What follows belongs to an exercise in optimizing a design on an open flow for small area; a production flow would make more cautious choices. In this exercise RTL edits were held to simulation tests only and were not proved equivalent to the original. Power figures rest on the tool's default switching activity, not on a simulated workload.

## design/flow/config.mk

```make
export PLATFORM = sky130hd
export DESIGN_NAME = dma_ctrl_top
export DESIGN_NICKNAME = dma_ctrl_top
export VERILOG_FILES = /design/flow/design.v
export SDC_FILE = /design/flow/constraint.sdc
export NUM_CORES = 4
export LEC_CHECK = 0
export CAP_MARGIN = 5
export CORE_MARGIN = 2
export CORE_UTILIZATION = 65
export PLACE_DENSITY = 0.75
export SLEW_MARGIN = 5
```

## design/flow/flow/abc_proc.tcl

```tcl
proc abc {args} {
  set i [lsearch -exact $args -script]
  if {$i >= 0 && [info exists ::env(MY_ABC_SCRIPT)]} { lset args [expr {$i + 1}] $::env(MY_ABC_SCRIPT) }
  yosys abc {*}$args
}
```

## design/flow/constraint.sdc

```tcl
create_clock -name core_clock -period 6.0 [get_ports {clk}]
set_input_delay 1.2000 -clock core_clock [delete_from_list [all_inputs] [get_ports {clk}]]
set_output_delay 1.2000 -clock core_clock [all_outputs]
set_load 0.01 [all_outputs]
```

## design/flow/standard.sh

```bash
#!/bin/bash
# synth_recipe.tcl (not shown) runs the flow's synth.tcl, then flattens the netlist and writes it again
# the make line also repeats each setting of config.mk as NAME=value (left out here)
make -C /OpenROAD-flow-scripts/flow DESIGN_CONFIG=/design/flow/config.mk WORK_HOME=/design/flow/orfs CLKGATE_MAP_FILE= SYNTH_SCRIPT=/design/flow/synth_recipe.tcl "${@:-finish}"
```

## design/flow/flow/run.sh

```bash
#!/bin/bash
# Standard ORFS layout with three changes aimed at cell area:
#  - synthesis maps the logic with an area-oriented ABC script (flow/abc_area.script);
#    everything else in synthesis is the standard flow's own synth_recipe.tcl, unchanged
#  - buf_1 as the port buffer
#  - a clock tree of small buffers and no dummy loads
set -euo pipefail
W=$PWD
cat flow/abc_proc.tcl synth_recipe.tcl > my_synth.tcl
export MY_ABC_SCRIPT=$W/flow/abc_area.script
bash standard.sh \
  SYNTH_SCRIPT=$W/my_synth.tcl \
  BUFFER_PORTS_ARGS="-buffer_cell sky130_fd_sc_hd__buf_1" \
  CTS_ARGS="-sink_clustering_enable -repair_clock_nets -dont_use_dummy_load -buf_list sky130_fd_sc_hd__clkbuf_4 -sink_clustering_size 10 -sink_clustering_max_diameter 40" \
  finish > make.log 2>&1
```

## design/flow/flow/abc_area.script

```
strash
dc2
dch
amap
&get -n
&st
&dch
&nf -R 1000
&put
topo
```

## design/flow/design.v

```verilog
`timescale 1ns/1ps
package dma_pkg;
  typedef logic [31:0] reg_addr_t;
  typedef logic [31:0] reg_data_t;
  localparam int PAGE_W = 12;
  localparam int NUM_PAGES = 3;
  typedef logic [1:0] page_t;
  typedef logic [PAGE_W-1:0] reg_off_t;
  localparam page_t PAGE_H2S    = 2'd0;
  localparam page_t PAGE_S2H    = 2'd1;
  localparam page_t PAGE_GLOBAL = 2'd2;
  localparam reg_off_t REG_ADDR   = 12'h000;
  localparam reg_off_t REG_LEN    = 12'h004;
  localparam reg_off_t REG_GO     = 12'h008;
  localparam reg_off_t REG_STATUS = 12'h00c;
  localparam reg_off_t REG_CACHE    = 12'h000;
  localparam reg_off_t REG_SOFT_RST = 12'h004;
  localparam reg_off_t REG_ID       = 12'h008;
  localparam int TAG_W  = 4;
  localparam int BTT_W  = 23;
  localparam int DATA_W = 64;
  localparam int GO_EOF_BIT = 0;
  localparam int GO_TAG_LSB = 4;
  typedef struct packed {
    logic [3:0]       rsvd_hi;
    logic [TAG_W-1:0] tag;
    logic [31:0]      addr;
    logic             rsvd_drr;
    logic             eof;
    logic [6:0]       rsvd_lo;
    logic [BTT_W-1:0] btt;
  } cmd_t;
  typedef logic [7:0] sts_t;
  typedef struct packed {
    logic              last;
    logic [DATA_W-1:0] data;
  } beat_t;
  localparam reg_data_t UNMAPPED_DATA = 32'hdeadbeef;
  localparam reg_data_t ID_VALUE      = 32'h0d3a_0100;
  localparam int DEF_CMD_DEPTH  = 4;
  localparam int DEF_STS_DEPTH  = 4;
  localparam int DEF_LOOP_DEPTH = 16;
endpackage
`timescale 1ns/1ps
`timescale 1ns/1ps
`timescale 1ns/1ps
`timescale 1ns/1ps
`timescale 1ns/1ps
`timescale 1ns/1ps
`timescale 1ns/1ps
module dma_ctrl_top (
  input  logic        clk,
  input  logic        rst,
  input  logic        set_stb,
  input  logic [31:0] set_addr,
  input  logic [31:0] set_data,
  input  logic        get_stb,
  input  logic [31:0] get_addr,
  output logic [31:0] get_data,
  output logic        get_valid,
  output logic        h2s_cmd_valid,
  output logic [71:0] h2s_cmd_data,
  input  logic        h2s_cmd_ready,
  output logic        s2h_cmd_valid,
  output logic [71:0] s2h_cmd_data,
  input  logic        s2h_cmd_ready,
  input  logic        h2s_sts_valid,
  input  logic [7:0]  h2s_sts_data,
  output logic        h2s_sts_ready,
  input  logic        s2h_sts_valid,
  input  logic [7:0]  s2h_sts_data,
  output logic        s2h_sts_ready,
  input  logic        in_valid,
  input  logic [63:0] in_data,
  input  logic        in_last,
  output logic        in_ready,
  output logic        out_valid,
  output logic [63:0] out_data,
  output logic        out_last,
  input  logic        out_ready,
  output logic        irq,
  output logic [3:0]  arcache,
  output logic [3:0]  awcache
);
  logic [1:0] set_page, get_page;
  logic       set_hi0, get_hi0;           
  logic [3:0] set_reg, get_reg;           
  logic       soft_reset;
  logic       rst_chan;
  assign set_page = set_addr[13:12];
  assign get_page = get_addr[13:12];
  assign set_hi0  = (set_addr[11:4] == 8'd0) && (set_addr[1:0] == 2'd0);
  assign get_hi0  = (get_addr[11:4] == 8'd0) && (get_addr[1:0] == 2'd0);
  always_comb begin
    for (int i = 0; i < 4; i++) begin
      set_reg[i] = set_hi0 && (set_addr[3:2] == 2'(i));
      get_reg[i] = get_hi0 && (get_addr[3:2] == 2'(i));
    end
  end
  assign rst_chan = rst || soft_reset;
  logic [7:0] cache_q;
  logic       set_glb;
  assign set_glb = set_stb && (set_page == 2'd2);
  always_ff @(posedge clk) begin
    if (rst) cache_q <= 8'h33;
    else if (set_glb && set_reg[0]) cache_q <= set_data[7:0];
  end
  always_ff @(posedge clk) begin
    if (rst) soft_reset <= 1'b0;
    else soft_reset <= set_glb && set_reg[1];
  end
  assign arcache = cache_q[3:0];
  assign awcache = cache_q[7:4];
  logic [31:0] addr_q   [2];
  logic [22:0] len_q    [2];
  logic [3:0]  tag_q    [2];
  logic        ovf_q    [2];
  logic [2:0]  ccnt_q   [2];
  logic [59:0] cmem     [2][4];    
  logic [2:0]  scnt_q   [2];
  logic [7:0]  smem     [2][4];
  logic [59:0] chead    [2];
  logic [7:0]  shead    [2];
  logic        cmd_rdy  [2];
  logic        sts_vld  [2];
  logic [7:0]  sts_din  [2];
  logic        cvalid   [2];
  logic        sready   [2];
  logic [31:0] chan_rd  [2];
  assign cmd_rdy[0] = h2s_cmd_ready;
  assign cmd_rdy[1] = s2h_cmd_ready;
  assign sts_vld[0] = h2s_sts_valid;
  assign sts_vld[1] = s2h_sts_valid;
  assign sts_din[0] = h2s_sts_data;
  assign sts_din[1] = s2h_sts_data;
  for (genvar c = 0; c < 2; c++) begin : g_chan
    logic set_ch, get_ch, go_wr, cfull, cpush, cpop, sfull, spush, spop;
    logic [59:0] go_cmd;
    assign set_ch = set_stb && (set_page == 2'(c));
    assign get_ch = get_stb && (get_page == 2'(c));
    assign go_wr  = set_ch && set_reg[2];
    assign cfull  = ccnt_q[c][2];
    assign cpush  = go_wr && !cfull;
    assign cvalid[c] = ccnt_q[c] != 3'd0;
    assign cpop   = cvalid[c] && cmd_rdy[c];
    assign go_cmd = {set_data[7:4] + tag_q[c], addr_q[c], set_data[0], len_q[c]};
    always_ff @(posedge clk) begin
      if (rst_chan) begin
        addr_q[c] <= '0;
        len_q[c]  <= '0;
        tag_q[c]  <= '0;
        ovf_q[c]  <= 1'b0;
        ccnt_q[c] <= '0;
      end else begin
        if (set_ch && set_reg[0]) addr_q[c] <= set_data;
        if (set_ch && set_reg[1]) len_q[c] <= set_data[22:0];
        if (cpush) tag_q[c] <= tag_q[c] + 4'd1;
        if (go_wr && cfull) ovf_q[c] <= 1'b1;
        if (cpush && !cpop) ccnt_q[c] <= ccnt_q[c] + 3'd1;
        else if (!cpush && cpop) ccnt_q[c] <= ccnt_q[c] - 3'd1;
      end
    end
    always_ff @(posedge clk) begin
      if (cpush) begin
        cmem[c][0] <= go_cmd;
        for (int i = 1; i < 4; i++) cmem[c][i] <= cmem[c][i-1];
      end
    end
    always_comb begin
      chead[c] = '0;
      for (int i = 0; i < 4; i++)
        chead[c] = chead[c] | ({60{ccnt_q[c] == 3'(i+1)}} & cmem[c][i]);
    end
    assign sfull  = scnt_q[c][2];
    assign sready[c] = !sfull;
    assign spush  = sts_vld[c] && !sfull;
    assign spop   = get_ch && get_reg[3] && (scnt_q[c] != 3'd0);
    always_ff @(posedge clk) begin
      if (rst_chan) scnt_q[c] <= '0;
      else if (spush && !spop) scnt_q[c] <= scnt_q[c] + 3'd1;
      else if (!spush && spop) scnt_q[c] <= scnt_q[c] - 3'd1;
    end
    always_ff @(posedge clk) begin
      if (spush) begin
        smem[c][0] <= sts_din[c];
        for (int i = 1; i < 4; i++) smem[c][i] <= smem[c][i-1];
      end
    end
    always_comb begin
      shead[c] = '0;
      for (int i = 0; i < 4; i++)
        shead[c] = shead[c] | ({8{scnt_q[c] == 3'(i+1)}} & smem[c][i]);
    end
    always_comb begin
      chan_rd[c] = 32'hdeadbeef;
      if (get_reg[0]) chan_rd[c] = addr_q[c];
      if (get_reg[1]) chan_rd[c] = {9'b0, len_q[c]};
      if (get_reg[2]) chan_rd[c] = {28'b0, tag_q[c]};
      if (get_reg[3]) chan_rd[c] = {15'b0, ovf_q[c], 1'b0, ccnt_q[c], 1'b0, scnt_q[c], shead[c]};
    end
  end
  assign h2s_cmd_valid = cvalid[0];
  assign s2h_cmd_valid = cvalid[1];
  assign h2s_sts_ready = sready[0];
  assign s2h_sts_ready = sready[1];
  assign h2s_cmd_data  = {4'b0, chead[0][59:24], 1'b0, chead[0][23], 7'b0, chead[0][22:0]} ;
  assign s2h_cmd_data  = {4'b0, chead[1][59:24], 1'b0, chead[1][23], 7'b0, chead[1][22:0]} ;
  assign irq = (scnt_q[0] != 3'd0) || (scnt_q[1] != 3'd0);
  logic [31:0] rd_next;
  always_comb begin
    case (get_page)
      2'd0: rd_next = chan_rd[0];
      2'd1: rd_next = chan_rd[1];
      2'd2: begin
        rd_next = 32'hdeadbeef;
        if (get_reg[0]) rd_next = {24'b0, cache_q};
        if (get_reg[1]) rd_next = 32'h0;
        if (get_reg[2]) rd_next = 32'h0d3a0100;
      end
      default: rd_next = 32'hdeadbeef;
    endcase
  end
  always_ff @(posedge clk) get_data <= rd_next;
  always_ff @(posedge clk) begin
    if (rst) get_valid <= 1'b0;
    else get_valid <= get_stb;
  end
  logic [4:0]  lcnt_q;
  logic [64:0] lmem [16];
  logic [64:0] lhead;
  logic        active_q, lpush, lpop;
  assign in_ready  = !lcnt_q[4];
  assign lpush     = in_valid && !lcnt_q[4];
  assign out_valid = (lcnt_q != 5'd0) && active_q;
  assign lpop      = out_valid && out_ready;
  always_ff @(posedge clk) begin
    if (rst_chan) begin
      lcnt_q   <= '0;
      active_q <= 1'b0;
    end else begin
      if (lpush && !lpop) lcnt_q <= lcnt_q + 5'd1;
      else if (!lpush && lpop) lcnt_q <= lcnt_q - 5'd1;
      if (s2h_cmd_valid && s2h_cmd_ready) active_q <= 1'b1;
      else if (lpop && lhead[64]) active_q <= 1'b0;
    end
  end
  always_ff @(posedge clk) begin
    if (lpush) begin
      lmem[0] <= {in_last, in_data};
      for (int i = 1; i < 16; i++) lmem[i] <= lmem[i-1];
    end
  end
  always_comb begin
    lhead = '0;
    for (int i = 0; i < 16; i++)
      lhead = lhead | ({65{lcnt_q == 5'(i+1)}} & lmem[i]);
  end
  assign out_data = lhead[63:0];
  assign out_last = lhead[64];
endmodule
```

==> summary.md, run 1 <==
The number of antenna violations at the first check in global routing was 20; the cell area after technology mapping was 0.0626 mm2. Data arrives at the worst endpoint at 4.19 ns. Cells with a size suffix above 1 make up 7.50% of the layout. Detailed routing inserted a total of 37697 vias. Prevailing post-synth register cell: sky130_fd_sc_hd__edfxtp_1.

The number of cells on the worst reg-to-reg path is 10. Summed over all nets, the half-perimeter wirelength after detailed placement is 94200 um. The initial utilization of the core area, before any placement, comes to 65.8%. The filler cells instantiated in the layout total 6156. The tools report the number of synthesis warnings as 18.

Power spread over the standard cell area amounts to 374 mW/mm2. The register area came out at 0.0512 mm2. TritonCTS built the clock tree. In this run the register-to-register setup slack is 3.00 ns. Path class of the lowest-slack min-delay path: in2reg. The residual DRC count is 0, and the switching power as a share of total power is 28.8%. The global router's overall resource usage is 31.2%, and the maximum root-to-sink buffer count is 3. The tools report the net switching component of the power as 7.34 mW.

After clock tree synthesis, the repair step resized 0 gates. The relative contribution of the clock network to total power is 20.4%. The critical path capture point type was a primary output. The number of buffers inserted during clock tree synthesis is 209, and the die width is 314 um. Global routing finished with a remaining overflow of 0.

After synthesis, the cell types taking the most area are sky130_fd_sc_hd__edfxtp_1 76%, sky130_fd_sc_hd__a222oi_1 5.9%, sky130_fd_sc_hd__dfxtp_1 5.8%. The first global-routing pass estimated 227000 um of wire. The later pin in the worst-skew pair is clocked with a latency of 1.15 ns. The final hold violation count was 0; the height of the chip was 314 um.

The leakage power was 23.3 nW; the hold path depth was 1. At the worst endpoint, the required time is 4.80 ns. Setup violations remaining at the end of the flow were counted as 0. For the highest achievable clock rate, the log shows 186 MHz. The post-route fraction of the period consumed by the critical path is 89.8%.

For hold timing, the worst endpoint is smem[4][5]. The endpoint of the lowest-slack register-to-register path is active_q. Counting flops with a built-in enable in the synthesized netlist gives 1584. Pin placement for this block handled 444 I/O pins. The transition time at the pin with the least slew margin is 1.25 ns. After detailed routing, the wire length on met1 is 57100 um. After detailed routing, the average wire length per cell comes to 28.4 um. The average size of a mapped cell works out to 17.6 um2. Once detail routing completed, the nets flagged for antenna violations numbered 0. After layout, the minimum clock period comes to 5.39 ns.

The depth of the CTS H-tree is 4. The overall die area came out at 0.0988 mm2. Along the worst path, the maximum fanout reaches 25.

The tools report the startpoint of the worst hold path as s2h_sts_data[5]. The tools report the setup TNS after final layout as 0 ns. The tool flagged a number of max-cap violations equal to 0.

The synthesized instance count was 3562; the number of pins exceeding their max-slew limit in the final report was 0. Entering global routing, the biggest net connects 151 pins. The tools report the routed length on met2 as 73400 um. The layout overhead on the synthesized area is 8.84%, and the design internal power is 18.1 mW. After clock tree synthesis, the flow added hold-fix buffers numbering 0. The met3 wire length came out at 20000 um. Of all cell types, the one taking the most synthesized area is sky130_fd_sc_hd__edfxtp_1.

Post-CTS timing repair inserted 0 buffers for setup. VDD sags by at most 0.254 mV. Registers are responsible for 63.8% of the overall power. The logs give 81.8% for the sequential cell area fraction in the yosys report and 6910 for the count of routing violations after the opening detailed-route iteration.

Highest metal layer used by the detailed router: met5. The fraction of registers with async set or reset after synthesis was 0%. The root buffer cell chosen for the clock tree is sky130_fd_sc_hd__clkbuf_4. The flow ran to the end and the layout has no timing, DRC or antenna violations. For the floorplan core area, the log shows 0.0952 mm2. The first detailed-routing pass ran for 10 iterations. The startpoint identified for the worst register-to-register timing path is lcnt_q[0].

The classification of the worst setup path is reg2out. At the end of routability-driven placement, the weighted congestion stood at 0.905. Synthesis inferred 1764 register bits. Clock-pin slew was measured on the worst setup and hold paths at 0.12 ns. For the clock tree skew after final layout, the log shows 0.0725 ns. In the routed layout, each cell is associated on average with a via count of 6.85. The run gives 0.0114 mm2 as the area of the multi-input gates. The startpoint class of the critical path is a flip-flop.

The run gives 156000 um as the post-detailed-routing wire length. Max-slew headroom at the worst pin: 16.4%. Area share of the leading cell type in the synthesized netlist: 76.0%.

In the final design database the tool counted 4458 nets. The initialized floorplan defines 113 standard-cell rows. The netlist uses 47 different library cells.

Counting every sink on the clock net gives 1764. Setup repair after global routing left no endpoint under its margin. The via count of the first global-routing pass is 36030. The count of buffers inserted at the top-level ports was 383; the fraction of the core area covered by cells at the end of the flow was 71.6%. For the combinational fraction of design power, the log shows 15.8%.
## placed cells by master, fill, tap and decap left out, types with 27 or more instances in the layout
master | Yosys | final
sky130_fd_sc_hd__buf_4 | 24 | 51
sky130_fd_sc_hd__nand3_1 | 47 | 47
sky130_fd_sc_hd__nand4_1 | 54 | 54
sky130_fd_sc_hd__buf_1 | 0 | 383
sky130_fd_sc_hd__o21ai_0 | 165 | 165
sky130_fd_sc_hd__nand2_1 | 351 | 350
sky130_fd_sc_hd__ha_1 | 43 | 40
sky130_fd_sc_hd__a222oi_1 | 370 | 370
sky130_fd_sc_hd__a21oi_1 | 85 | 85
sky130_fd_sc_hd__nor2_1 | 267 | 247
sky130_fd_sc_hd__dfxtp_1 | 180 | 180
sky130_fd_sc_hd__edfxtp_1 | 1584 | 1584
sky130_fd_sc_hd__a22oi_1 | 137 | 137
sky130_fd_sc_hd__clkbuf_4 | 0 | 209
sky130_fd_sc_hd__a221oi_1 | 27 | 27
## worst max-delay path: stages (launching register included)
cell                       delay, ns
sky130_fd_sc_hd__dfxtp_1        0.36
sky130_fd_sc_hd__clkinv_1       0.19
sky130_fd_sc_hd__nand2_1        0.29
sky130_fd_sc_hd__nor2_4         0.83
sky130_fd_sc_hd__buf_4          0.56
sky130_fd_sc_hd__a22o_1         0.24
sky130_fd_sc_hd__a21oi_1        0.04
sky130_fd_sc_hd__nand4_1        0.14
sky130_fd_sc_hd__a221oi_1       0.07
sky130_fd_sc_hd__nand2_1        0.12
sky130_fd_sc_hd__buf_1          0.21
## state kept, by name (all words and copies together) (netlist names)
register / count
active_q: 1
addr_q: 64
cache_q: 8
ccnt_q: 6
cmem: 480
get_data: 32
get_valid: 1
lcnt_q: 5
len_q: 46
lmem: 1040
ovf_q: 2
scnt_q: 6
smem: 64
soft_reset: 1
tag_q: 8
## power by group through the flow
stage | clock network [mW] | registers (mW) | logic (mW)
final | 5.19 | 16.3 | 4.02
after global routing | 5.75 | 16.4 | 4.30
after CTS | 5.30 | 16.2 | 4.02
after detailed placement | 0 | 16.5 | 4.01
after global placement | 0 | 16.4 | 3.96
after floorplan | 0 | 16.9 | 2.27
## cells in the mapped netlist (6+ instances only)
master	number
sky130_fd_sc_hd__o22ai_1	18
sky130_fd_sc_hd__a221oi_1	27
sky130_fd_sc_hd__nor3_1	11
sky130_fd_sc_hd__nor2_1	267
sky130_fd_sc_hd__nand2b_1	6
sky130_fd_sc_hd__dfxtp_1	180
sky130_fd_sc_hd__nor2b_1	14
sky130_fd_sc_hd__and3_1	19
sky130_fd_sc_hd__a222oi_1	370
sky130_fd_sc_hd__xnor2_1	11
sky130_fd_sc_hd__and4_1	20
sky130_fd_sc_hd__o21ai_0	165
sky130_fd_sc_hd__ha_1	43
sky130_fd_sc_hd__nand3_1	47
sky130_fd_sc_hd__a22o_1	8
sky130_fd_sc_hd__a22oi_1	137
sky130_fd_sc_hd__mux2i_1	6
sky130_fd_sc_hd__a21oi_1	85
sky130_fd_sc_hd__or3_1	9
sky130_fd_sc_hd__and2_0	8
sky130_fd_sc_hd__o221ai_1	15
sky130_fd_sc_hd__nand2_1	351
sky130_fd_sc_hd__edfxtp_1	1584
sky130_fd_sc_hd__nand4_1	54
sky130_fd_sc_hd__or2_0	9
sky130_fd_sc_hd__nor4_1	7
sky130_fd_sc_hd__buf_4	24
sky130_fd_sc_hd__clkinv_1	26
## area by class of cell
| type | count | share of cell area (%) |
|---|---|---|
| antenna | 17 | 0.0625 |
| timing repair buffer | 454 | 3.26 |
| clock buffer | 209 | 2.30 |
| inverter | 26 | 0.143 |
| sequential | 1764 | 75.1 |
| multi-input combinational | 1771 | 16.8 |
| tap | 1265 | 2.32 |
## cells by family (layout without fill, tap and decap cells)
| logic type | count (synthesis) | after routing | synth area share, % |
|---|---|---|---|
| multiplexers | 6 | 6 | 0.0960 |
| AND/OR/NAND/NOR | 828 | 828 | 5.79 |
| flip-flops | 1764 | 1764 | 81.8 |
| AO/OA/AOI/OAI | 854 | 854 | 10.8 |
| buffers and inverters | 50 | 689 | 0.444 |
| other | 1 | 41 | 0.00599 |
| adder cells (fa/ha/maj) | 45 | 45 | 0.924 |
| XOR/XNOR | 14 | 14 | 0.196 |
## per-layer routing
layer	GRT usage, %	vias to the layer above
met5	0	-
li1	-	16236
met4	12.5	24
met2	48.3	2700
met1	43.5	18375
met3	7.71	362
## metrics by stage
| step | setup slack, ns | instances | hold slack [ns] | power [mW] | cell area [um2] |
|---|---|---|---|---|---|
| 6_report | 0.610 | 5506 | 0.214 | 25.5 | 68100 |
| 5_1_grt | 0.448 | 5494 | 0.104 | 26.5 | 68100 |
| 4_1_cts | 0.522 | 5489 | 0.0859 | 25.6 | 68100 |
| 3_5_place_dp | 1.78 | 5280 | 0.432 | 20.5 | 66500 |
| 3_3_place_gp | 1.83 | 5280 | 0.425 | 20.4 | 66500 |
| 2_1_floorplan | -13.15 | 3585 | 0.420 | 19.1 | 62700 |
## worst max path at each step
stage	start	end	slack, ns	depth (start not counted)
after floorplan	in_valid	lcnt_q[3]	-13.15	6
after global routing	lcnt_q[0]	out_data[49]	0.45	10
after global placement	lcnt_q[1]	out_data[49]	1.83	11
final	lcnt_q[4]	out_data[49]	0.61	10
after detailed placement	lcnt_q[1]	out_data[49]	1.78	11
after CTS	lcnt_q[0]	out_data[49]	0.52	10
==> run 2, diff against run 1 <==
--- a/design/flow/config.mk
+++ b/design/flow/config.mk
@@ -5,8 +5,8 @@
 export SDC_FILE = /design/flow/constraint.sdc
 export NUM_CORES = 4
 export LEC_CHECK = 0
-export CAP_MARGIN = 5
+export CAP_MARGIN = 0
 export CORE_MARGIN = 2
 export CORE_UTILIZATION = 65
 export PLACE_DENSITY = 0.75
-export SLEW_MARGIN = 5
+export SLEW_MARGIN = 0
==> run 2 against run 1 <==
Compared with the run above:
- still clean on timing, DRC and antenna
- global-route usage is the same
- flip-flop and latch count stayed put
- clock skew is the same
- power unchanged
- final cell count unchanged
- highest routed layer unchanged
- clock power barely moved
==> summary.md, run 2 <==
The fraction of registers with async set or reset after synthesis came out at 0% (unchanged). Height of the chip: 314 um (unchanged). The tools report the post-CTS repair timing setup buffer count as 0 (unchanged). The maximum root-to-sink buffer count is 3 (unchanged), and the cell area after technology mapping is 0.0626 mm2 (unchanged). The overall die area is 0.0988 mm2 (unchanged), and the fraction of the core area covered by cells at the end of the flow is 71.6% (unchanged).

The number of buffers inserted by hold repair at cts was 0 (unchanged). Post-synthesis cell type with the largest combined area: sky130_fd_sc_hd__edfxtp_1. The run gives 23.3 nW (unchanged) as the leakage power. For the peak supply drop, the log shows 0.254 mV (unchanged). The power density relative to cell area was 374 mW/mm2 (unchanged). The library cell used most frequently in the layout, excluding fill and tap cells, is sky130_fd_sc_hd__edfxtp_1.

The setup TNS after final layout is 0 ns (unchanged), and the via count of the first global-routing pass is 36030 (unchanged). The critical path goes through clkinv_1 > nand2_1 > nor2_4 > buf_4 > a22o_1 > a21oi_1 > nand4_1 > a221oi_1 > nand2_1 > buf_1. The depth of the CTS H-tree came out at 4 (unchanged). The count of buffers inserted at the top-level ports was 383 (unchanged).

The endpoint required time on the critical path is 4.80 ns (about the same). Clock tree synthesis selected as its root buffer the cell sky130_fd_sc_hd__clkbuf_4. The layout overhead on the synthesized area came out at 8.84% (unchanged). The library cell with the highest instance count after synthesis is sky130_fd_sc_hd__edfxtp_1. The flow ran to the end and the layout has no timing, DRC or antenna violations. The startpoint class of the critical path is a flip-flop. Worst stage delay on the critical path: 0.83 ns (about the same). The number of antenna violations at the first check in global routing is 20 (unchanged). The number of buffer and inverter instances along the worst setup path came out at 3 (unchanged). Number of register bits inferred by synthesis: 1764 (unchanged). In the layout the commonest cells are 1584 x sky130_fd_sc_hd__edfxtp_1, 383 x sky130_fd_sc_hd__buf_1, 370 x sky130_fd_sc_hd__a222oi_1, 350 x sky130_fd_sc_hd__nand2_1, 247 x sky130_fd_sc_hd__nor2_1.

The logs give 186 MHz (unchanged) for the highest achievable clock rate and 0 (unchanged) for the final antenna-violating net count. The largest fanout on the critical path was 25 (unchanged). For the sequential cell area fraction in the yosys report, the log shows 81.8% (unchanged). The count of vias placed by the detailed router is 37697 (unchanged). For the max-slew headroom at the worst pin, the log shows 16.4% (unchanged). The critical path is of the reg2out type. The number of synthesized flops with an enable pin is 1584 (unchanged). The post-route fraction of the period consumed by the critical path works out to 89.8% (unchanged). The logs give 3562 (unchanged) for the synthesized instance count and 209 (unchanged) for the number of buffers inserted during clock tree synthesis. The tools report the net count reported at finish as 4458 (unchanged).

The clock net sink count is 1764 (unchanged). TritonCTS built the clock tree. Transition time at the pin with the least slew margin: 1.25 ns (unchanged).

The die width works out to 314 um (unchanged). The global-route wire length before repair was 227000 um (unchanged). Number of vias per cell after detailed routing: 6.85 (unchanged). The floorplan core area was 0.0952 mm2 (unchanged). For the I/O pin count, the log shows 444 (unchanged). The clock tree skew after final layout is 0.0725 ns (unchanged), and the number of pins exceeding their max-slew limit in the final report is 0 (unchanged).

The clock latency of the later-clocked register in the worst-skew pair was 1.15 ns (about the same); the global router's overall resource usage was 31.2% (unchanged). In the post-synthesis netlist, the biggest area contributors are sky130_fd_sc_hd__edfxtp_1 76%, sky130_fd_sc_hd__a222oi_1 5.9%, sky130_fd_sc_hd__dfxtp_1 5.8%. The tightest min-delay check is of the in2reg type. The first-pass detailed-route iteration total was 10 (unchanged).

The most used flip-flop cell after synthesis is sky130_fd_sc_hd__edfxtp_1. The post-CTS resize count came out at 0 (unchanged). In the final layout, the registers with the most flip-flops are lmem x1040, cmem x480. The residual overflow from global routing is 0 (unchanged), and the residual DRC count is 0 (unchanged).

The post-detailed-routing wire length was 156000 um (unchanged); the clock transition time at the flip-flop clock pins of the worst setup and hold paths was 0.12 ns (about the same). The run gives 0 (unchanged) as the max-cap violation count. The register with the highest flop count is lmem.

The logs give 113 (unchanged) for the number of standard-cell rows in the floorplan and 151 (unchanged) for the maximum number of pins on one net before global-route repair. The starting density of the core came out at 65.8% (unchanged). The run gives 0.610 ns (unchanged) as the final worst-path setup slack. The logs give 0.214 ns (unchanged) for the tightest hold margin and 18 (unchanged) for the number of synthesis warnings. The tools report the HPWL after detailed placement as 94200 um (unchanged). Setup repair after global routing left no endpoint under its margin. For the data arrival time of the worst path, the log shows 4.19 ns (about the same). The flip-flop count of the largest register after layout is 1040 (unchanged). The shortest period the worst path allows works out to 5.39 ns (unchanged).

The cell family contributing the most delay on the critical path is simple AND/OR/NAND/NOR gates. The routability congestion estimate came out at 0.905 (unchanged). The average size of a mapped cell was 17.6 um2 (unchanged).

By count the netlist is led by 1584 x sky130_fd_sc_hd__edfxtp_1, 370 x sky130_fd_sc_hd__a222oi_1, 351 x sky130_fd_sc_hd__nand2_1, 267 x sky130_fd_sc_hd__nor2_1, 180 x sky130_fd_sc_hd__dfxtp_1. The slowest stage of the critical path is the sky130_fd_sc_hd__nor2_4 cell. The final routed wire length divided by cell count was 28.4 um (unchanged). The setup-violating endpoint count in the final report is 0 (unchanged). The cell repeated most along the worst path is sky130_fd_sc_hd__nand2_1. The fraction of layout instances using a drive strength above 1 was 7.50% (unchanged). Overall power of the completed layout: 25.5 mW (unchanged). The critical path capture point type is a primary output. Count of routing violations after the opening detailed-route iteration: 6910 (unchanged).

The worst setup slack before clock tree synthesis was 1.78 ns (unchanged); the area share of the leading cell type in the synthesized netlist was 76.0% (unchanged). The number of library cell types mapped by synthesis was 47 (unchanged); the final hold violation count was 0 (unchanged).
-- run 2: logic make-up after synthesis --
| logic type | after synthesis | synth area share, % |
|---|---|---|
| compound gates | 854 | 10.8 |
| xor+xnor | 14 | 0.196 |
| fa+ha+maj | 45 | 0.924 |
| buf+inv | 50 | 0.444 |
| flops | 1764 | 81.8 |
| mux | 6 | 0.0960 |
| other cells | 1 | 0.00599 |
| simple gates | 828 | 5.79 |
-- run 2: path summary, 6_finish.rpt --
kind	start	to	slack [ns]	depth (start not counted)
setup reg to reg	lcnt_q[0]	active_q	3.00	10
hold reg to reg	smem[5][1]	smem[6][1]	0.39	0
hold / removal	s2h_sts_data[5]	smem[4][5]	0.21	1
setup / recovery	lcnt_q[4]	out_data[49]	0.61	10
-- run 2: per-stage QoR --
step | instances | cell area (um2)
global placement | 5280 | 66500
floorplan | 3585 | 62700
CTS | 5489 | 68100
finish | 5506 | 68100
detailed placement | 5280 | 66500
global route | 5494 | 68100
-- run 2: area by class of cell --
class / instances / area, um2
diodes: 17 / 42.5
clock buffers: 209 / 1570
fillers: 6156 / 27000
inverters: 26 / 97.6
multi-input cells: 1771 / 11400
flip-flops and latches: 1764 / 51200
well taps: 1265 / 1580
repair buffers: 454 / 2220
-- run 2: worst reg2reg max path, stage by stage, from the launching register on --
cell	delay (ns)
sky130_fd_sc_hd__dfxtp_1	0.41
sky130_fd_sc_hd__ha_1	0.23
sky130_fd_sc_hd__nand2_1	0.20
sky130_fd_sc_hd__nor2_4	0.63
sky130_fd_sc_hd__buf_12	0.32
sky130_fd_sc_hd__buf_12	0.28
sky130_fd_sc_hd__a222oi_1	0.12
sky130_fd_sc_hd__and4_1	0.26
sky130_fd_sc_hd__nand3_1	0.09
sky130_fd_sc_hd__a31o_1	0.16
sky130_fd_sc_hd__a21oi_1	0.07
-- run 2: layer usage --
metal,vias to the layer above,part of all wire [%],track usage (%)
li1,16236,-,-
met1,18375,37,43.5
met2,2700,47,48.3
met3,362,13,7.71
met4,24,3.6,12.5
met5,-,0.10,0
-- run 2: where the power goes --
group | switching [mW] | internal, mW
sequential | 0.834 | 15.4
clock | 3.60 | 1.59
combinational | 2.91 | 1.12
total | 7.34 | 18.1
==> run 3, diff against run 2 <==
==> design/flow/config.mk (replaced) <==
export PLATFORM = sky130hd
export DESIGN_NAME = dma_ctrl_top
export DESIGN_NICKNAME = dma_ctrl_top
export VERILOG_FILES = /design/flow/design.v
export SDC_FILE = /design/flow/constraint.sdc
export NUM_CORES = 4
export LEC_CHECK = 0
export CAP_MARGIN = 5
export CORE_MARGIN = 2
export CORE_UTILIZATION = 65
export PLACE_DENSITY = 0.85
export SLEW_MARGIN = 5
==> run 3 against run 2 <==
Compared with the run above:
- final cell count barely moved
- clock power barely moved
- first-iteration DRC count rose by 21%
- via count rose by 2.9%
- synthesized area did not move
- clock skew rose by 0.11 ns
- core utilization fell by 0.057 points
- fmax barely moved
- synthesized cell count did not move
- die area did not move
- highest routed layer is now met4
==> summary.md, run 3 <==
The run finished with no timing, DRC or antenna violations. The combinational fraction of design power was 16.0% (+0.2 points); the via count of the first global-routing pass was 37604 (+4.4%). The path with the worst hold slack has its endpoint at smem[4][7].

The max-slew headroom at the worst pin was 4.38% (-12 points); the number of pins exceeding their max-slew limit in the final report was 0 (unchanged). The logs give 71.5% (about the same) for the fraction of the core area covered by cells at the end of the flow and 113 (unchanged) for the number of standard-cell rows in the floorplan. The tools report the cell area after technology mapping as 0.0626 mm2 (unchanged).

The final hold violation count is 0 (unchanged), and the count of routing violations after the opening detailed-route iteration is 8381 (+21%). Area of the multi-input gates: 0.0114 mm2 (about the same). The logs give 0 (unchanged) for the post-CTS repair timing setup buffer count and 3 (unchanged) for the maximum root-to-sink buffer count. For the post-detailed-routing wire length, the log shows 155000 um (-0.78%).

The highest achievable clock rate is 185 MHz (about the same). The endpoint required time on the critical path came out at 4.80 ns (about the same). For the reg2reg setup slack, the log shows 3.08 ns (+0.08 ns).

The run gives 91900 um (-2.4%) as the HPWL after detailed placement. The worst setup path is launched from a flip-flop. The routability congestion estimate is 0.898 (-0.71%), and the net count reported at finish is 4458 (unchanged). Data arrival time of the worst path: 4.19 ns (about the same).

The residual DRC count was 0 (unchanged); the average size of a mapped cell was 17.6 um2 (unchanged). For this design, the slowest cell found on the critical path is sky130_fd_sc_hd__nor2_4. The tools report the clock tree skew after final layout as 0.185 ns (+0.112 ns). The residual overflow from global routing is 0 (unchanged). The number of synthesized flops with an enable pin was 1584 (unchanged). The path class of the tightest hold or removal check is in2reg.

The clock net sink count is 1764 (unchanged), and the switching power as a share of total power is 29.1% (+0.34 points). The largest fanout on the critical path works out to 25 (unchanged). The library cells used most frequently in the layout, excluding fill and tap cells, are 1584 x sky130_fd_sc_hd__edfxtp_1, 383 x sky130_fd_sc_hd__buf_1, 370 x sky130_fd_sc_hd__a222oi_1, 349 x sky130_fd_sc_hd__nand2_1, 250 x sky130_fd_sc_hd__nor2_1. The classification of the worst setup path was reg2out. Transition time at the pin with the least slew margin: 1.43 ns (+0.184 ns). The tools report the register area as 0.0512 mm2 (unchanged). The number of cell instances on the worst register-to-register path works out to 8 (-2).

The fraction of registers with async set or reset after synthesis works out to 0% (unchanged). Sorting the synthesized cells by area gives the leading types as sky130_fd_sc_hd__edfxtp_1 76%, sky130_fd_sc_hd__a222oi_1 5.9%, sky130_fd_sc_hd__dfxtp_1 5.8%. The die width is 314 um (unchanged).

The largest registers in the layout are lmem x1040, cmem x480. For the max-cap violation count, the log shows 0 (unchanged). The post-CTS resize count is 0 (unchanged). The final routed wire length divided by cell count was 28.2 um (-0.69%); the setup TNS after final layout was 0 ns (unchanged). The biggest area contributor in the post-synthesis netlist is sky130_fd_sc_hd__edfxtp_1.

The fraction of layout instances using a drive strength above 1 came out at 7.48% (-0.024 points). The setup-violating endpoint count in the final report is 0 (unchanged), and the number of library cell types mapped by synthesis is 47 (unchanged). The run gives 3562 (unchanged) as the synthesized instance count.

The layout overhead on the synthesized area is 8.75% (about the same). The signal on the critical path passes through clkinv_1 > nand2_1 > nor2_4 > buf_4 > a222oi_1 > nand4_1 > a21oi_1 > nand3_1 > buf_1. Leaving out fill and tap cells, the most frequent cell in the layout is sky130_fd_sc_hd__edfxtp_1.

The hold path depth is 1 (unchanged). The worst stage delay on the critical path works out to 0.94 ns (+0.11 ns). The number of buffer and inverter instances along the worst setup path works out to 3 (unchanged). The clock transition time at the flip-flop clock pins of the worst setup and hold paths is 0.10 ns (-0.02 ns), and the clock latency of the later-clocked register in the worst-skew pair is 1.21 ns (+0.06 ns). For the leakage power, the log shows 23.3 nW (about the same). The depth of the CTS H-tree was 4 (unchanged).

The net switching component of the power is 7.46 mW (+1.6%), and the count of vias placed by the detailed router is 38795 (+2.9%). TritonCTS built the clock tree. Setup repair after global routing left no endpoint under its margin. The worst register-to-register path begins at lcnt_q[4]. The run gives 210 (+39%) as the maximum number of pins on one net before global-route repair. The I/O pin count came out at 444 (unchanged). The post-route fraction of the period consumed by the critical path came out at 89.9% (about the same). For the sequential fraction of design power, the log shows 63.8% (about the same). The number of fillers in the final layout was 5675 (-7.8%). The prevailing post-synth register cell was sky130_fd_sc_hd__edfxtp_1. The flip-flop count of the largest register after layout is 1040 (unchanged), and the number of buffers inserted by hold repair at cts is 0 (unchanged). The tools report the endpoint of the lowest-slack register-to-register path as active_q.

The number of register bits inferred by synthesis is 1764 (unchanged). The number of vias per cell after detailed routing is 7.05 (+3.0%). For the number of synthesis warnings, the log shows 18 (unchanged). The starting density of the core was 65.8% (unchanged).

The global router's overall resource usage is 30.8% (-0.47 points), and the count of buffers inserted at the top-level ports is 383 (unchanged). The relative contribution of the clock network to total power is 20.2% (-0.2 points). For the peak supply drop, the log shows 0.283 mV (+11%). The tools report the design internal power as 18.1 mW (about the same).

The first-pass detailed-route iteration total was 11 (+1). The area share of the leading cell type in the synthesized netlist works out to 76.0% (unchanged). The final antenna-violating net count is 0 (unchanged), and the worst setup slack before clock tree synthesis is 1.61 ns (-0.168 ns). For the sequential cell area fraction in the yosys report, the log shows 81.8% (unchanged).

In the post-synthesis netlist, the cell with the most instances is sky130_fd_sc_hd__edfxtp_1. The final worst-path setup slack was 0.605 ns (-0.00449 ns). The cell sitting at the root of the clock tree is a sky130_fd_sc_hd__clkbuf_4. The number of antenna violations at the first check in global routing is 11 (-45%), and the number of buffers inserted during clock tree synthesis is 205 (-1.9%). Ranked by flip-flop count, first place goes to lmem.

The overall die area is 0.0988 mm2 (unchanged), and the shortest period the worst path allows is 5.39 ns (+0.00449 ns). In the synthesized netlist, the cells that appear most often are 1584 x sky130_fd_sc_hd__edfxtp_1, 370 x sky130_fd_sc_hd__a222oi_1, 351 x sky130_fd_sc_hd__nand2_1, 267 x sky130_fd_sc_hd__nor2_1, 180 x sky130_fd_sc_hd__dfxtp_1. In this run the most critical hold path is launched from s2h_sts_data[7]. The run gives 0.0952 mm2 (unchanged) as the floorplan core area. The global-route wire length before repair came out at 227000 um (-0.25%).

The height of the chip was 314 um (unchanged). Broken down by cell family, the worst path's largest delay share belongs to simple AND/OR/NAND/NOR gates. Power density relative to cell area: 376 mW/mm2 (+0.48%). Critical path capture point type: a primary output.
[run 3: worst max path at each step]
stage	startpoint	endpoint	slack [ns]	cells past startpoint
2_1_floorplan	in_valid	lcnt_q[3]	-13.15	6
3_3_place_gp	get_addr[5]	get_data[25]	1.73	9
3_5_place_dp	get_addr[5]	get_data[25]	1.61	9
4_1_cts	lcnt_q[4]	out_data[56]	0.55	9
5_1_grt	lcnt_q[1]	out_data[13]	0.42	9
6_report	lcnt_q[4]	out_data[56]	0.61	9
[run 3: cells by family (layout without fill, tap and decap cells)]
logic type	after synthesis	in the layout	share of synthesized area, %
AO/OA/AOI/OAI	854	854	10.8
XOR/XNOR	14	14	0.196
adder cells (fa/ha/maj)	45	45	0.924
buffers and inverters	50	689	0.444
flip-flops	1764	1764	81.8
multiplexers	6	6	0.0960
other	1	36	0.00599
AND/OR/NAND/NOR	828	828	5.79
[run 3: final cells by class]
cell class	instances	share of cell area, %
Clock buffer	205	2.26
Inverter	26	0.143
Timing Repair Buffer	458	3.23
Tap cell	1265	2.33
Antenna cell	12	0.0441
Sequential cell	1764	75.2
Multi-Input combinational cell	1771	16.8
[run 3: metrics by stage]
step	total power [mW]	instances	instance area [um2]	hold WS (ns)
finish	25.6	5501	68100	0.159
global route	26.5	5499	68100	0.0657
CTS	25.6	5489	68000	0.0332
detailed placement	20.6	5284	66500	0.432
global placement	20.4	5284	66500	0.427
floorplan	19.1	3585	62700	0.420
[run 3: metal layers]
| layer | share of wire (%) | routed length [um] | vias up | global-route usage, % |
|---|---|---|---|---|
| li1 | - | - | 16187 | - |
| met5 | 0 | 0 | - | 0 |
| met4 | 5.0 | 7680 | 0 | 15.4 |
| met2 | 45 | 70400 | 3309 | 45.4 |
| met3 | 14 | 21900 | 476 | 7.68 |
| met1 | 35 | 54900 | 18823 | 43.4 |
[run 3: power by group through the flow]
stage | sequential [mW] | clock [mW] | combinational [mW]
after detailed placement | 16.5 | 0 | 4.05
after floorplan | 16.9 | 0 | 2.27
after global routing | 16.5 | 5.68 | 4.35
after CTS | 16.3 | 5.22 | 4.06
after global placement | 16.4 | 0 | 3.95
final | 16.3 | 5.16 | 4.11
==> run 4, diff against run 3 <==
--- a/design/flow/config.mk
+++ b/design/flow/config.mk
@@ -7,6 +7,6 @@
 export LEC_CHECK = 0
 export CAP_MARGIN = 5
 export CORE_MARGIN = 2
-export CORE_UTILIZATION = 65
+export CORE_UTILIZATION = 72
 export PLACE_DENSITY = 0.85
 export SLEW_MARGIN = 5
==> run 4 against run 3 <==
Compared with the run above:
- clock power barely moved
- non-clock buffer count rose by 9
- hold slack improved by 0.059 ns
- clock-buffer cell count fell by 2
- via count barely moved
- die area fell by 9.6%
- first-iteration DRC count fell by 4.1%
- sequential power barely moved
- wire length fell by 1.2%
- synthesized area did not move
- flip-flop and latch count did not move
==> summary.md, run 4 <==
The highest achievable clock rate was 184 MHz (-0.77%). The startpoint class of the critical path was a flip-flop. The tools report the max-cap violation count as 0 (unchanged). The HPWL after detailed placement is 93500 um (+1.7%). The flip-flop count of the largest register after layout came out at 1040 (unchanged). Clock transition time at the flip-flop clock pins of the worst setup and hold paths: 0.11 ns (about the same).

The number of register bits inferred by synthesis was 1764 (unchanged); the net count reported at finish was 4465 (+0.16%). Average size of a mapped cell: 17.6 um2 (unchanged). The run gives 5 (-6) as the number of antenna violations at the first check in global routing.

Sorting the synthesized cells by how often they occur yields 1584 x sky130_fd_sc_hd__edfxtp_1, 370 x sky130_fd_sc_hd__a222oi_1, 351 x sky130_fd_sc_hd__nand2_1, 267 x sky130_fd_sc_hd__nor2_1, 180 x sky130_fd_sc_hd__dfxtp_1. The transition time at the pin with the least slew margin is 1.30 ns (-0.133 ns), and the worst setup slack before clock tree synthesis is 1.75 ns (+0.138 ns). The via count of the first global-routing pass is 37437 (-0.44%). In the layout the commonest cells are 1584 x sky130_fd_sc_hd__edfxtp_1, 383 x sky130_fd_sc_hd__buf_1, 370 x sky130_fd_sc_hd__a222oi_1, 351 x sky130_fd_sc_hd__nand2_1, 250 x sky130_fd_sc_hd__nor2_1.

The run gives 0 (unchanged) as the residual overflow from global routing. Counting flops per register, the top entry is lmem. The tools report the max-slew headroom at the worst pin as 13.0% (+8.7 points). The clock latency of the later-clocked register in the worst-skew pair was 1.16 ns (-0.05 ns). The fraction of registers with async set or reset after synthesis is 0% (unchanged), and the leakage power is 23.4 nW (+0.17%). For the endpoint required time on the critical path, the log shows 4.80 ns (about the same). The number of buffers inserted during clock tree synthesis came out at 203 (-0.98%). The beginning of the worst register-to-register path is lcnt_q[0]. The library cell used most frequently in the layout, excluding fill and tap cells, is sky130_fd_sc_hd__edfxtp_1. The tools report the sequential cell area fraction in the yosys report as 81.8% (unchanged). The post-layout instance area is 0.0680 mm2 (-0.16%). Global-route wire length before repair: 225000 um (-0.69%). In this run the worst setup path begins at lcnt_q[1].

The die width works out to 299 um (-4.9%). The height of the chip is 299 um (-4.9%). Cell area after technology mapping: 0.0626 mm2 (unchanged).

For the final antenna-violating net count, the log shows 0 (unchanged). The largest fanout on the critical path was 27 (+8.0%). TritonCTS built the clock tree. The number of synthesis warnings is 18 (unchanged).

The number of library cell types mapped by synthesis is 47 (unchanged). The worst register-to-register path ends at active_q. The reg2reg setup slack is 2.97 ns (-0.11 ns).

The number of vias per cell after detailed routing came out at 7.19 (+2.0%). The post-synthesis cell type with the largest combined area was sky130_fd_sc_hd__edfxtp_1. The logs give 0.148 ns (-0.0362 ns) for the clock tree skew after final layout and 78.6% (+7.0 points) for the fraction of the core area covered by cells at the end of the flow. The tools report the first-pass detailed-route iteration total as 13 (+2).

The logs give 38792 (-0.0077%) for the count of vias placed by the detailed router and 0 (unchanged) for the number of buffers inserted by hold repair at cts. The logs give 72.4% (+6.6 points) for the starting density of the core and 4.24 ns (+0.05 ns) for the data arrival time of the worst path. The run gives 8041 (-4.1%) as the count of routing violations after the opening detailed-route iteration. The flow ran to the end and the layout has no timing, DRC or antenna violations. Maximum root-to-sink buffer count: 3 (unchanged).

Number of synthesized flops with an enable pin: 1584 (unchanged). The tightest hold margin came out at 0.218 ns (+0.0589 ns). The number of pins exceeding their max-slew limit in the final report was 0 (unchanged). For the cell area after placement, the log shows 0.0664 mm2 (-0.13%). Peak supply drop: 0.269 mV (-5.1%). The setup TNS after final layout is 0 ns (unchanged). The prevailing post-synth register cell was sky130_fd_sc_hd__edfxtp_1.

The worst setup path is captured at a primary output. The tools report the depth of the CTS H-tree as 4 (unchanged). Floorplan core area: 0.0865 mm2 (-9.1%). Among all cell types in the netlist, the one instantiated most often is sky130_fd_sc_hd__edfxtp_1. Count of buffers inserted at the top-level ports: 383 (unchanged). The run gives 0.0893 mm2 (-9.6%) as the overall die area. The final hold violation count was 0 (unchanged); the layout overhead on the synthesized area was 8.58%. Path class of the lowest-slack min-delay path: in2reg. The maximum number of pins on one net before global-route repair came out at 194 (-7.6%). The number of cell instances on the worst register-to-register path came out at 9 (+1).

Following the worst setup path forward leads to its endpoint at out_data[28]. Post-route fraction of the period consumed by the critical path: 90.6% (+0.70 points). The global router's overall resource usage was 33.8% (+3.1 points). Setup repair after global routing left no endpoint under its margin. The area share of the leading cell type in the synthesized netlist works out to 76.0% (unchanged). The post-CTS resize count came out at 0 (unchanged).

The shortest period the worst path allows was 5.44 ns (+0.0420 ns). The fraction of layout instances using a drive strength above 1 is 7.56% (+0.082 points), and the I/O pin count is 444 (unchanged). Final routed wire length divided by cell count: 28.4 um (+0.70%). The tools report the clock net sink count as 1764 (unchanged).

The post-CTS repair timing setup buffer count was 0 (unchanged); the final worst-path setup slack was 0.563 ns (-0.0420 ns). The tools report the post-detailed-routing wire length as 153000 um (-1.2%). The largest registers in the layout are lmem x1040, cmem x480. Power density relative to cell area: 376 mW/mm2 (about the same). Setup-violating endpoint count in the final report: 0 (unchanged). In this run the clock root is driven by a sky130_fd_sc_hd__clkbuf_4. The residual DRC count was 0 (unchanged); the synthesized instance count was 3562 (unchanged). For the number of standard-cell rows in the floorplan, the log shows 108 (-4.4%). The critical path is of the reg2out type.

Sorting the synthesized cells by area gives the leading types as sky130_fd_sc_hd__edfxtp_1 76%, sky130_fd_sc_hd__a222oi_1 5.9%, sky130_fd_sc_hd__dfxtp_1 5.8%. The routability congestion estimate was 0.865 (-3.7%).
==> run 4: cell types whose count changed in the layout (fill, tap and decap cells not counted), sizes merged <==
cell,change
buf,+9
clkbuf,-2
diode,-3
==> run 4: critical path, cell delays in order, from the launching register on <==
cell and delay (ns):
sky130_fd_sc_hd__dfxtp_1 0.37, sky130_fd_sc_hd__clkinv_1 0.11, sky130_fd_sc_hd__ha_1 0.22, sky130_fd_sc_hd__nand2_1 0.21, sky130_fd_sc_hd__nor2_4 0.90, sky130_fd_sc_hd__buf_4 0.51
sky130_fd_sc_hd__a222oi_1 0.20, sky130_fd_sc_hd__nand4_1 0.17, sky130_fd_sc_hd__a221oi_1 0.07, sky130_fd_sc_hd__nand2_1 0.25, sky130_fd_sc_hd__buf_1 0.18
==> run 4: metal layers <==
| layer | part of all wire, % | vias up | track usage [%] |
|---|---|---|---|
| li1 | - | 16214 | - |
| met1 | 35 | 18598 | 49.0 |
| met2 | 46 | 3491 | 49.8 |
| met3 | 15 | 487 | 8.03 |
| met4 | 4.6 | 2 | 15.8 |
| met5 | 0.0065 | - | 0 |
==> run 4: worst min-delay path by stage <==
stage	slack, ns	start	cells after the start	to
floorplan	0.42	addr_q[0][11]	0	cmem[0][35]
global placement	0.43	lmem[8][62]	0	lmem[9][62]
detailed placement	0.43	lmem[11][36]	0	lmem[12][36]
CTS	0.11	in_data[15]	1	lmem[0][15]
global route	0.13	in_data[32]	1	lmem[0][32]
finish	0.22	in_data[26]	1	lmem[0][26]
==> run 4: cell type report <==
class                      count  area [um2]
sequential                  1764       51200
timing repair buffer         467        2270
inverter                      26        97.6
antenna                        9        22.5
multi-input combinational   1771       11400
fill                        4594       18500
tap                         1155        1450
clock buffer                 203        1520
==> run 4: logic make-up after synthesis <==
kind of cell	Yosys count	synth area share (%)
AO/OA/AOI/OAI	854	10.8
XOR/XNOR	14	0.196
adder cells (fa/ha/maj)	45	0.924
buffers and inverters	50	0.444
flip-flops	1764	81.8
multiplexers	6	0.0960
other	1	0.00599
AND/OR/NAND/NOR	828	5.79
==> run 4: where the power goes <==
group	total (mW)	switching, mW	internal, mW
clock network	5.13	3.58	1.55
registers	16.3	0.873	15.4
logic	4.11	2.99	1.12
total	25.6	7.44	18.1
==> run 4: per-stage QoR <==
stage          power (mW)  std cells
3_5_place_dp         20.6       5183
3_3_place_gp         20.4       5183
2_1_floorplan        19.1       3585
6_report             25.6       5395
5_1_grt              26.4       5394
4_1_cts              25.5       5386

afterwards: timing with drivers on the ports:
How much do the figures lean on ideal ports? The routed layouts below were timed once more, with nothing changed but the port constraints. Step 1 assumes that a clkbuf_16 drives the clock port and a buf_2 every other input. Step 2 also shifts input and output timing later by t, the mid clock arrival at the registers, as if the neighbouring blocks saw the same clock. Slacks: no drivers / after step 1 / after step 2; pairs: no drivers / after step 1.
| run | shift t [ns] | setup WS [ns] | hold slack, ns | clock arrival spread, ns | slew at the worst register clock pin (ns) |
|---|---|---|---|---|---|
| run 1 | 1.168 | 0.610 / 0.540 / 1.688 | 0.214 / 0.172 / 0.390 | 0.111 / 0.111 | 0.12 / 0.12 |
| run 2 | 1.168 | 0.610 / 0.540 / 1.688 | 0.214 / 0.172 / 0.390 | 0.111 / 0.111 | 0.12 / 0.12 |
| run 3 | 1.176 | 0.605 / 0.543 / 1.464 | 0.159 / 0.126 / 0.316 | 0.185 / 0.185 | 0.12 / 0.12 |
| run 4 | 1.141 | 0.563 / 0.495 / 1.636 | 0.218 / 0.174 / 0.336 | 0.185 / 0.185 | 0.12 / 0.12 |
After both steps every run listed still meets setup and hold.
